Context: an optimization exercise on an open-source flow, tuned for small area, a short achievable clock period and few clock cycles per item. The choices shown serve that exercise and are no tape-out recipe. Function was checked by simulation only, so behaviour that the tests miss may differ from the original. Power is estimated from default activity; no workload was simulated.

==> flow/design.v <==
package rmdr_pkg;
  localparam int FRAC_BITS = 16;
  localparam logic [15:0] COUNT_LIMIT = 16'hFFFF;
  localparam logic [22:0] HUNDRED_FX = 23'(100 << FRAC_BITS);
  localparam int DIV_W = 56;
  localparam int CNT_W = $clog2(DIV_W);
  localparam int SUM_W = 48;
  localparam int RSUM_W = 40;
  localparam logic [2:0] OP_OLD   = 3'd0;
  localparam logic [2:0] OP_MEAN  = 3'd1;
  localparam logic [2:0] OP_MLD   = 3'd2;
  localparam logic [2:0] OP_RATIO = 3'd3;
  localparam logic [2:0] OP_REL   = 3'd4;
endpackage
module running_mean_deviation_reliability (
  input  logic               clk,
  input  logic               rst,
  input  logic               in_valid,
  output logic               in_ready,
  input  logic signed [31:0] sample,
  output logic               out_valid,
  input  logic               out_ready,
  output logic signed [31:0] mean,
  output logic        [31:0] abs_deviation,
  output logic        [22:0] reliability,
  output logic        [15:0] count,
  output logic               overflow
);
  localparam logic [3:0] S_IDLE  = 4'd0;
  localparam logic [3:0] S_DIV   = 4'd1;
  localparam logic [3:0] S_POST  = 4'd2;
  localparam logic [3:0] S_AD    = 4'd3;
  localparam logic [3:0] S_DSUM  = 4'd4;
  localparam logic [3:0] S_SHIFT = 4'd5;
  localparam logic [3:0] S_MUL   = 4'd6;
  localparam logic [3:0] S_RSUM  = 4'd7;
  localparam logic [3:0] S_DONE  = 4'd8;
  localparam int DIV_WL = rmdr_pkg::DIV_W;
  localparam int CNT_WL = rmdr_pkg::CNT_W;
  localparam int PAD_SUM  = rmdr_pkg::DIV_W - rmdr_pkg::SUM_W;
  localparam int PAD_RSUM = rmdr_pkg::DIV_W - rmdr_pkg::RSUM_W;
  logic [3:0]                 state;
  logic [2:0]                 op;
  logic [rmdr_pkg::CNT_W-1:0] cnt;
  logic                       ovf_r;
  logic [47:0] value_sum;
  logic [47:0] deviation_sum;
  logic [39:0] reliability_sum;
  logic [15:0] sample_total;
  logic [31:0] mean_reg;
  logic [31:0] deviation_reg;
  logic [22:0] reliability_reg;
  logic [31:0] sample_r;
  logic [48:0] sum2;
  logic        old_neg;
  logic [31:0] old_mean;
  logic [31:0] mean_v;
  logic [32:0] ad;
  logic [32:0] shift;
  logic [31:0] mld;
  logic [22:0] add_r;
  logic [rmdr_pkg::DIV_W-1:0] q;
  logic [31:0]                rem;
  logic [31:0]                den;
  logic [32:0] rem_sh;
  logic        rem_ge;
  logic [32:0] rem_sub;
  logic [48:0] sum2_c;
  logic [47:0] vs_mag;
  logic [48:0] sum2_neg;
  logic [32:0] dev_diff;
  logic [32:0] shift_diff;
  logic [48:0] dsum_ext;
  logic [47:0] dsum_new;
  logic [40:0] rsum_ext;
  logic [39:0] rsum_new;
  logic [47:0] vs_sat;
  logic [15:0] n_inc;
  function automatic logic [31:0] clamp_q(input logic [DIV_WL-1:0] mag,
                                          input logic neg);
    logic [31:0] r;
    if (neg) begin
      if (mag > DIV_WL'(33'h0_8000_0000)) r = 32'h8000_0000;
      else r = ~mag[31:0] + 32'd1;
    end else begin
      if (mag > DIV_WL'(33'h0_7FFF_FFFF)) r = 32'h7FFF_FFFF;
      else r = mag[31:0];
    end
    clamp_q = r;
  endfunction
  assign rem_sh  = {rem, q[rmdr_pkg::DIV_W-1]};
  assign rem_ge  = rem_sh >= {1'b0, den};
  assign rem_sub = rem_sh - {1'b0, den};
  assign sum2_c   = {value_sum[47], value_sum} + {{17{sample[31]}}, sample};
  assign vs_mag   = value_sum[47] ? (~value_sum + 48'd1) : value_sum;
  assign sum2_neg = ~sum2 + 49'd1;
  assign dev_diff   = {mean_v[31], mean_v} - {sample_r[31], sample_r};
  assign shift_diff = {old_mean[31], old_mean} - {mean_v[31], mean_v};
  assign dsum_ext = {1'b0, deviation_sum} + {16'd0, ad};
  assign dsum_new = dsum_ext[48] ? 48'hFFFF_FFFF_FFFF : dsum_ext[47:0];
  assign rsum_ext = {1'b0, reliability_sum} + {18'd0, add_r};
  assign rsum_new = rsum_ext[40] ? 40'hFF_FFFF_FFFF : rsum_ext[39:0];
  assign vs_sat   = (sum2[48] != sum2[47])
                  ? (sum2[48] ? 48'h8000_0000_0000 : 48'h7FFF_FFFF_FFFF)
                  : sum2[47:0];
  assign n_inc    = sample_total + 16'd1;
  assign in_ready = (state == S_IDLE);
  always_ff @(posedge clk) begin
    if (rst) begin
      state           <= S_IDLE;
      op              <= rmdr_pkg::OP_OLD;
      cnt             <= '0;
      ovf_r           <= 1'b0;
      value_sum       <= '0;
      deviation_sum   <= '0;
      reliability_sum <= '0;
      sample_total    <= '0;
      mean_reg        <= '0;
      deviation_reg   <= '0;
      reliability_reg <= '0;
    end else begin
      unique case (state)
        S_IDLE: begin
          if (in_valid) begin
            sample_r <= sample;
            sum2     <= sum2_c;
            old_neg  <= value_sum[47];
            if (sample_total == 16'd0) begin
              mean_reg        <= '0;
              deviation_reg   <= '0;
              reliability_reg <= '0;
              value_sum       <= {{16{sample[31]}}, sample};
              deviation_sum   <= '0;
              reliability_sum <= '0;
              sample_total    <= 16'd1;
              ovf_r           <= 1'b0;
              state           <= S_DONE;
            end else if (sample_total >= rmdr_pkg::COUNT_LIMIT) begin
              ovf_r <= 1'b1;
              state <= S_DONE;
            end else begin
              ovf_r <= 1'b0;
              q     <= {vs_mag, PAD_SUM'(0)};
              rem   <= '0;
              den   <= {16'd0, sample_total};
              cnt   <= CNT_WL'(rmdr_pkg::SUM_W - 1);
              op    <= rmdr_pkg::OP_OLD;
              state <= S_DIV;
            end
          end
        end
        S_DIV: begin
          rem <= rem_ge ? rem_sub[31:0] : rem_sh[31:0];
          q   <= {q[rmdr_pkg::DIV_W-2:0], rem_ge};
          cnt <= cnt - CNT_WL'(1);
          if (cnt == '0) state <= S_POST;
        end
        S_POST: begin
          unique case (op)
            rmdr_pkg::OP_OLD: begin
              old_mean <= clamp_q(q, old_neg);
              q        <= {(sum2[48] ? sum2_neg[47:0] : sum2[47:0]), PAD_SUM'(0)};
              rem      <= '0;
              den      <= {16'd0, n_inc};
              cnt      <= CNT_WL'(rmdr_pkg::SUM_W - 1);
              op       <= rmdr_pkg::OP_MEAN;
              state    <= S_DIV;
            end
            rmdr_pkg::OP_MEAN: begin
              mean_v <= clamp_q(q, sum2[48]);
              state  <= S_AD;
            end
            rmdr_pkg::OP_MLD: begin
              mld   <= (q > DIV_WL'(32'hFFFF_FFFF)) ? 32'hFFFF_FFFF : q[31:0];
              state <= S_SHIFT;
            end
            rmdr_pkg::OP_RATIO: begin
              add_r <= rmdr_pkg::HUNDRED_FX - q[22:0];
              state <= S_RSUM;
            end
            rmdr_pkg::OP_REL: begin
              reliability_reg <= (q > DIV_WL'(23'h7F_FFFF)) ? 23'h7F_FFFF
                                                                     : q[22:0];
              mean_reg        <= mean_v;
              deviation_reg   <= mld;
              state           <= S_DONE;
            end
            default: state <= S_DONE;
          endcase
        end
        S_AD: begin
          ad    <= dev_diff[32] ? (~dev_diff + 33'd1) : dev_diff;
          state <= S_DSUM;
        end
        S_DSUM: begin
          deviation_sum <= dsum_new;
          q             <= {dsum_new, PAD_SUM'(0)};
          rem           <= '0;
          den           <= {16'd0, sample_total};
          cnt           <= CNT_WL'(rmdr_pkg::SUM_W - 1);
          op            <= rmdr_pkg::OP_MLD;
          state         <= S_DIV;
        end
        S_SHIFT: begin
          if (mld == 32'd0) begin
            add_r <= rmdr_pkg::HUNDRED_FX;
            state <= S_RSUM;
          end else begin
            shift <= shift_diff[32] ? (~shift_diff + 33'd1) : shift_diff;
            state <= S_MUL;
          end
        end
        S_MUL: begin
          if (shift < {1'b0, mld}) begin
            q     <= DIV_WL'(shift[31:0] * rmdr_pkg::HUNDRED_FX);
            rem   <= '0;
            den   <= mld;
            cnt   <= CNT_WL'(rmdr_pkg::DIV_W - 1);
            op    <= rmdr_pkg::OP_RATIO;
            state <= S_DIV;
          end else begin
            add_r <= '0;
            state <= S_RSUM;
          end
        end
        S_RSUM: begin
          reliability_sum <= rsum_new;
          value_sum       <= vs_sat;
          sample_total    <= n_inc;
          q               <= {rsum_new, PAD_RSUM'(0)};
          rem             <= '0;
          den             <= {16'd0, n_inc};
          cnt             <= CNT_WL'(rmdr_pkg::RSUM_W - 1);
          op              <= rmdr_pkg::OP_REL;
          state           <= S_DIV;
        end
        S_DONE: begin
          if (!out_valid || out_ready) state <= S_IDLE;
        end
        default: state <= S_IDLE;
      endcase
    end
  end
  always_ff @(posedge clk) begin
    if (rst) begin
      out_valid <= 1'b0;
    end else if (state == S_DONE && (!out_valid || out_ready)) begin
      out_valid <= 1'b1;
    end else if (out_ready) begin
      out_valid <= 1'b0;
    end
  end
  always_ff @(posedge clk) begin
    if (state == S_DONE && (!out_valid || out_ready)) begin
      mean          <= mean_reg;
      abs_deviation <= deviation_reg;
      reliability   <= reliability_reg;
      count         <= sample_total;
      overflow      <= ovf_r;
    end
  end
endmodule
==> flow/run.sh <==
#!/bin/bash
# synth_recipe.tcl (not shown) runs the flow's synth.tcl, then flattens the netlist and writes it again
# the make line also repeats each setting of config.mk as NAME=value (left out here)
make -C /OpenROAD-flow-scripts/flow DESIGN_CONFIG=/design/flow/config.mk WORK_HOME=/design/flow/orfs CLKGATE_MAP_FILE= SYNTH_SCRIPT=/design/flow/synth_recipe.tcl finish
==> flow/config.mk <==
export PLATFORM = sky130hd
export DESIGN_NAME = running_mean_deviation_reliability
export DESIGN_NICKNAME = running_mean_deviation_reliability
export VERILOG_FILES = /design/flow/design.v
export SDC_FILE = /design/flow/constraint.sdc
export NUM_CORES = 4
export LEC_CHECK = 0
export CAP_MARGIN = 20
export CORE_MARGIN = 2
export CORE_UTILIZATION = 40
export SLEW_MARGIN = 20
==> flow/constraint.sdc <==
create_clock -name core_clock -period 8.0 [get_ports {clk}]
set_input_delay 1.6000 -clock core_clock [delete_from_list [all_inputs] [get_ports {clk}]]
set_output_delay 1.6000 -clock core_clock [all_outputs]
set_load 0.01 [all_outputs]
==> results.py <==
metrics = {
    "grt": {
        "overflow": 0,
        "grt_max_degree": 90,
        "grt_use_total": 0.254,
        "grt_antenna_before_repair": 2,
        "first_global_vias": 39400,
        "grt_pass1_wl_mm": 247,
    },
    "clock_tree": {
        "cts_root_buf": "clkbuf_16",
        "post_cts_resized": 0,
        "cts.sinks": 745,
        "post-cts-setup-buffers": 0,
        "clk_pin_slew_ns": 0.06,
        "ctsHoldBuffers": 0,
        "htree_num_levels": 3,
        "clk_latency_ns": 0.69,
        "cts_max_path_buffers": 3,
        "cts_tree": "yes",
        "cts_made_buffers": 88,
    },
    "synthesis": {
        "syn_area_um2": 49500,
        "ys_ff_latch": 745,
        "async_flop_share": 0,
        "synthesis.instances": 5550,
        "syn_nets": 5962,
        "ys.flop_type": "edfxtp_1",
        "synth_cell_types": 97,
        "synth_edf_count": 491,
        "ys_warn_count": 1,
        "postSynthAreaPerCell_um2": 8.91,
        "ys_seq_area_frac": 0.401,
    },
    "layout": {
        "syn_to_final_growth_pct": 12.0,
        "layout.nets": 5951,
        "drive_gt1_frac": 0.0531,
        "design_area_um2": 55400,
        "final_common_cell": "a21oi_1",
        "largest_register_ffs": 64,
        "mostFrequentLayoutCells": "617 x a21oi_1, 596 x nand2_1, 491 x edfxtp_1, 365 x inv_1, 343 x ha_1",
        "nFillCells": 11900,
        "num_antenna_cells": 0,
    },
    "placement": {
        "gp_congestion": 0.944,
        "placed_area_um2": 52300,
        "place_hpwl_mm": 125,
        "io_buffer_count": 141,
    },
    "floorplan": {
        "initial_core_util": 0.402,
        "dieWidth_um": 356,
        "die_h_um": 356,
        "die_area_um2": 126000,
        "io_pins": 142,
        "core_area_um2": 123000,
        "rows": 129,
    },
    "detailed_routing": {
        "drtIter0Drc": 4369,
        "post_drt_wl_per_cell_um": 22.9,
        "remaining_drc_errors": 0,
        "vias": 42900,
        "postRouteAntennaNets": 0,
        "drt_first_pass_iters": 5,
        "wl_mm": 166,
        "via_per_inst": 5.92,
    },
    "timing": {
        "worst_slew_pin_slew_ns": 1.17,
        "final.setup.tns_ns": 0,
        "fin_crit_ns": 5.29,
        "max_slew_margin": 0.218,
        "final-setup-viol-count": 0,
        "finalHoldViolCount": 0,
        "slew_violations": 0,
        "rsz0062_at_grt": "false",
        "clock_skew_ns": 0.0346,
        "fin_crit_sh": 0.661,
        "max_freq_mhz": 189,
    },
    "critical_path": {
        "max_stage_delay_ns": 0.91,
        "crit_family": "compound AO/OA/AOI/OAI gates",
        "crit_path_cell_trace": "ha_1, o211ai_1, a2111oi_0, o21ai_0, a211oi_1, o21ai_1, a31oi_1, and2_2, o21ai_0, a32oi_1",
        "cp.buffers_inverters": 0,
        "crit_top_cell": "o21ai_0",
        "worst-setup-path-type": "flip-flop to flip-flop",
        "cp-end-kind": "flip-flop",
        "required_ns": 8.51,
        "slowest_stage": "and2_2",
        "critical_path.startpoint_type": "flip-flop",
        "crit_fanout": 44,
        "critPathArrivalTime_ns": 5.80,
    },
    "run": {
        "maxCapViolCount": 0,
    },
    "power_and_ir_drop": {
        "p_leak_nw": 21.6,
        "powerDensity_nw_per_um2": 244,
        "worst_ir_drop_vdd_v": 0.000194,
    },
    "status": {
        "status": "no timing/DRC/antenna violations",
    },
    "hold_path": {
        "worstHoldPathType": "flip-flop to flip-flop",
    },
}
==> cells by family (layout without fill, tap and decap cells) <==
group                    after synthesis  count (layout)  share of synthesized area
adder cells (fa/ha/maj)              376             376                      0.100
buffers and inverters                657             720                     0.0501
XOR/XNOR                             361             361                     0.0639
AO/OA/AOI/OAI                       1697            1697                      0.216
flip-flops                           745             745                      0.401
multiplexers                          18              18                    0.00379
AND/OR/NAND/NOR                     1696            1696                      0.166
==> per-stage QoR <==
stage | worst slack (ns) | total power [mW] | hold WS (ns) | instances | utilization
3_3_place_gp | 2.68 | 9.23 | 0.414 | 7086 | 0.425
4_1_cts | 2.92 | 13.5 | 0.428 | 7250 | 0.450
2_1_floorplan | 1.09 | 7.78 | 0.406 | 5550 | -
6_report | 2.71 | 13.5 | 0.426 | 7250 | 0.450
3_5_place_dp | 2.73 | 9.26 | 0.412 | 7086 | 0.425
5_1_grt | 2.56 | 14.1 | 0.436 | 7250 | 0.450
==> path summary, 6_finish.rpt <==
| check | startpoint | endpoint | slack [ns] | depth (start not counted) |
|---|---|---|---|---|
| worst max-delay path | ad[7] | q[16] | 2.71 | 10 |
| worst min-delay path | mean_reg[17] | mean[17] | 0.43 | 0 |
| worst max register to register | ad[7] | q[16] | 2.71 | 10 |
| worst min register to register | mean_reg[17] | mean[17] | 0.43 | 0 |
==> power breakdown <==
part	internal [mW]	switching (mW)	leakage, nW
registers	4.78	0.522	6.50
logic	1.40	2.56	13.6
clock network	2.49	1.77	1.47
total	8.67	4.85	21.6
==> per-layer routing <==
metal / GRT usage / up-vias / part of all wire
met5: 0 / - / 0.00016
met4: 0.0770 / 4 / 0.029
met3: 0.0310 / 215 / 0.075
met2: 0.392 / 1716 / 0.44
met1: 0.370 / 20700 / 0.45
li1: - / 20300 / -
==> Yosys cell counts, types with 18 or more instances <==
library cell	count	share of area
a211o_1	18	0.0032
a211oi_1	42	0.0064
a21o_1	158	0.024
a21oi_1	619	0.063
a221oi_1	31	0.0055
a22oi_1	24	0.0036
a311oi_1	37	0.0066
a31oi_1	46	0.0058
and2_1	20	0.0025
and3_1	56	0.0071
clkbuf_1	270	0.020
dfxtp_1	254	0.10
edfxtp_1	491	0.30
fa_1	33	0.013
ha_1	343	0.087
inv_1	365	0.028
nand2_1	596	0.045
nand2b_1	40	0.0051
nand3_1	170	0.017
nand4_1	57	0.0072
nor2_1	329	0.025
nor2b_1	41	0.0052
nor3_1	136	0.014
nor3b_1	18	0.0027
nor4_1	41	0.0052
o211ai_1	51	0.0077
o21a_1	36	0.0055
o21ai_0	343	0.035
o21bai_1	32	0.0049
o311ai_0	21	0.0037
o31ai_1	53	0.0080
or2_2	21	0.0027
or3_1	74	0.0094
or4_1	20	0.0030
xnor2_1	210	0.037
xor2_1	151	0.027
==> area by class of cell <==
class	count	area (µm²)	share of cell area
repair buffers	190	1780	0.0322
well taps	1637	2050	0.0370
clock inverters	51	621	0.0112
multi-input cells	4148	27300	0.493
inverters	366	1370	0.0248
clock buffers	113	2420	0.0437
flip-flops and latches	745	19800	0.358
Testbench counts, summed over its fixed seeds: cycles 602,350, items 2,400.

re-timing with driven ports:
The flow's constraints put no driver on any port. The routed layout listed below was extracted and timed again, unchanged, in two steps.
Step 1 assumes that a clkbuf_16 drives the clock port and a buf_2 every other input.
Step 2 moves the port delays by t, midway between the first and last clock arrival at a register: inputs arrive t later, outputs are due t later. That takes back most of the time a late clock gives input paths.
a / b / c = no drivers / after step 1 / after step 2; a / b = the first two.
shift t [ns]: 0.746
setup WS [ns]: 2.713 / 2.713 / 2.700
hold WS [ns]: 0.426 / 0.426 / 0.426
pins driven straight from the clock port: 1
After both steps this run still meets setup and hold. For this run, drivers alone change the setup slack by 0.000 ns; drivers and shift together by -0.013 ns.
